Context: an optimization exercise on an open-source flow, tuned for small area, a short achievable clock period and few clock cycles per item. The choices shown serve that exercise and are no tape-out recipe. Function was checked by simulation only, so behaviour that the tests miss may differ from the original. No activity file was given, so power comes from the tool's default toggle rates.

Design fft_top, start of the top module:
module fft_top
(
    input  logic                clk,
    input  logic                rst_n,
    input  logic                in_valid_i,
    input  logic [23:0]         din_i,
    output logic                in_ready_o,
    input  logic                credit_i,
    output logic                out_valid_o,
    output logic [31:0]         dout_o
);
    localparam int SK = fft_pkg::SKID_DEPTH;
    logic        adv;            
    logic [3:0]  pp;             
    logic [2:0]  fv;             
    logic [2:0]  cc;             
    logic        cr;             
    logic [5:0]  st;             
    logic        vb;             
    logic        ov;             
    logic        ir;             
    logic [3:0]  sb;             
    logic        sbz;            
    logic [3:0]  pp_n, sb_n;
    logic [2:0]  fv_n, cc_n;
    logic [5:0]  st_n;
    logic        vb_n, adv_n;
    logic        h3, h2, h1, r1, h0, ca, cb;
    logic [3:0]  pp7_n, pp2_n, pp15_n, pp14_n;
    logic [23:0] din_q;
    logic        dv_q;
    logic [23:0] sk [SK];
    logic        push, pop;
    logic [23:0] xin;
    logic        xv;
    always_ff @(posedge clk)
        din_q <= din_i;
    assign push = dv_q && (!adv || !sbz);
    assign pop  = adv && !sbz;
    always_ff @(posedge clk)
    begin
        sk[0] <= push ? din_q : sk[SK-1];
        for (int i = 1; i < SK; i++)
            sk[i] <= sk[i-1];
    end
    assign xin = sbz ? din_q : sk[SK-1];
    assign xv  = !sbz || dv_q;
    logic [27:0] l3_0;
    logic [59:0] l3_1;           
    logic [27:0] l3 [2:7];
    logic [2:0]  tg3, tg3_n;     
    logic [2:0]  m3a, m3c;       
  ...
==> flow/config.mk <==
export PLATFORM = sky130hd
export DESIGN_NAME = fft_top
export DESIGN_NICKNAME = fft_top
export VERILOG_FILES = /design/flow/design.v
export SDC_FILE = /design/flow/constraint.sdc
export NUM_CORES = 4
export LEC_CHECK = 0
export CAP_MARGIN = 50
export CORE_MARGIN = 2
export CORE_UTILIZATION = 60
export SLEW_MARGIN = 60
==> flow/constraint.sdc <==
create_clock -name core_clock -period 12.0 [get_ports {clk}]
set_input_delay 2.4000 -clock core_clock [delete_from_list [all_inputs] [get_ports {clk}]]
set_output_delay 2.4000 -clock core_clock [all_outputs]
set_load 0.01 [all_outputs]
standard.sh (not shown) runs the stock make flow with config.mk's settings and CLKGATE_MAP_FILE= SYNTH_SCRIPT=/design/flow/synth_recipe.tcl, a recipe that flattens the netlist after the stock synthesis.
==> flow/flow/run.sh <==
#!/bin/bash
set -euo pipefail
export SETUP_SLACK_MARGIN=8.0
bash standard.sh > standard.log 2>&1
Testbench counts at the start, summed over its fixed seeds: cycles 3,246, frames 192.
Then changed:
==> flow/flow/run.sh (replaced) <==
#!/bin/bash
set -euo pipefail
export SETUP_SLACK_MARGIN=8.2
bash standard.sh > standard.log 2>&1
Settings changed: CTS_CLUSTER_DIAMETER from default to 110, CTS_CLUSTER_SIZE from default to 30.
Effect: Wire length fell by 2.9%. Hold slack is better by 7.3 ps. Utilization fell by 2.9 points. Sequential share of layout area rose by 2.0 points. Fmax rose by 4.1%.
Then changed:
Settings changed: CTS_CLUSTER_DIAMETER 110 to default, CTS_CLUSTER_SIZE 30 to default.
Outcome: Die area is unchanged. Sequential power barely changes. Hold slack gets worse by 12 ps. Cell area increases by 4.4%. Count of clock-buffer cells in the layout increases by 109. Routed wire length increases by 3.0%. Register-to-register slack gets worse by 20 ps. Non-clock buffer count decreases by 3. Sequential cell count is unchanged.

* * *

Setup of before:
Starting RTL as in the previous note.
export LEC_CHECK = 0
export CAP_MARGIN = 50
export CORE_MARGIN = 2
export CORE_UTILIZATION = 60
export CTS_CLUSTER_DIAMETER = 95
export CTS_CLUSTER_SIZE = 26
export SLEW_MARGIN = 60
create_clock -name core_clock -period 12.0 [get_ports {clk}]
==> flow/flow/run.sh <==
#!/bin/bash
set -euo pipefail
export SETUP_SLACK_MARGIN=8.2
bash standard.sh > standard.log 2>&1
before: no failed stages, no open violations at the end
Testbench counts of before, summed over its fixed seeds: cycles 3,246, frames 192.
Changes in after relative to before:
# before
export LEC_CHECK = 0
export CAP_MARGIN = 50
export CORE_MARGIN = 2
export CORE_UTILIZATION = 60
export CTS_CLUSTER_DIAMETER = 95
export CTS_CLUSTER_SIZE = 26
export SLEW_MARGIN = 60
create_clock -name core_clock -period 12.0 [get_ports {clk}]
# after
export LEC_CHECK = 0
export CAP_MARGIN = 50
export CORE_MARGIN = 2
export CORE_UTILIZATION = 60
export SLEW_MARGIN = 60
create_clock -name core_clock -period 12.0 [get_ports {clk}]
==> flow/flow/run.sh <==
#!/bin/bash
set -euo pipefail
export SETUP_SLACK_MARGIN=8.3
bash standard.sh > standard.log 2>&1
--- outcome ---
Comparing met2 track demand over resource in global routing for before and after, the bigger number came from after. Combinational share of power, before and after: higher on before. Of before and after, before shows the lower final total power, with after above it. Diff before and after: number of cells traversed by the worst register-to-register path lower in before.

-- re-timing with driven ports --
The results above use ideal ports. As a check the final layouts listed here were re-extracted and re-timed, cells and wires unchanged.
Step 1 (the two cells are an assumption about what drives the block):
set clk [get_ports {clk}]
set_driving_cell -lib_cell sky130_fd_sc_hd__clkbuf_16 $clk
set_driving_cell -lib_cell sky130_fd_sc_hd__buf_2 [delete_from_list [all_inputs] $clk]
Step 2 also shifts input and output timing later by t, the mid clock arrival at the registers, as if the neighbouring blocks saw the same clock.
Three values: no drivers, after step 1, after step 2; two values: the first two.
run	shift t [ns]	setup WS [ns]	worst slew at a driven data input, ns
the first run of note 1	0.801	8.079 / 8.014 / 8.163	0.07
the second run of note 1	0.712	8.235 / 8.201 / 8.235	0.07
the third run of note 1	0.774	8.212 / 8.201 / 8.212	0.07
before	0.748	8.224 / 8.194 / 8.224	0.07
after	0.776	8.249 / 8.227 / 8.249	0.05
After both steps setup and hold are still met in every run listed.
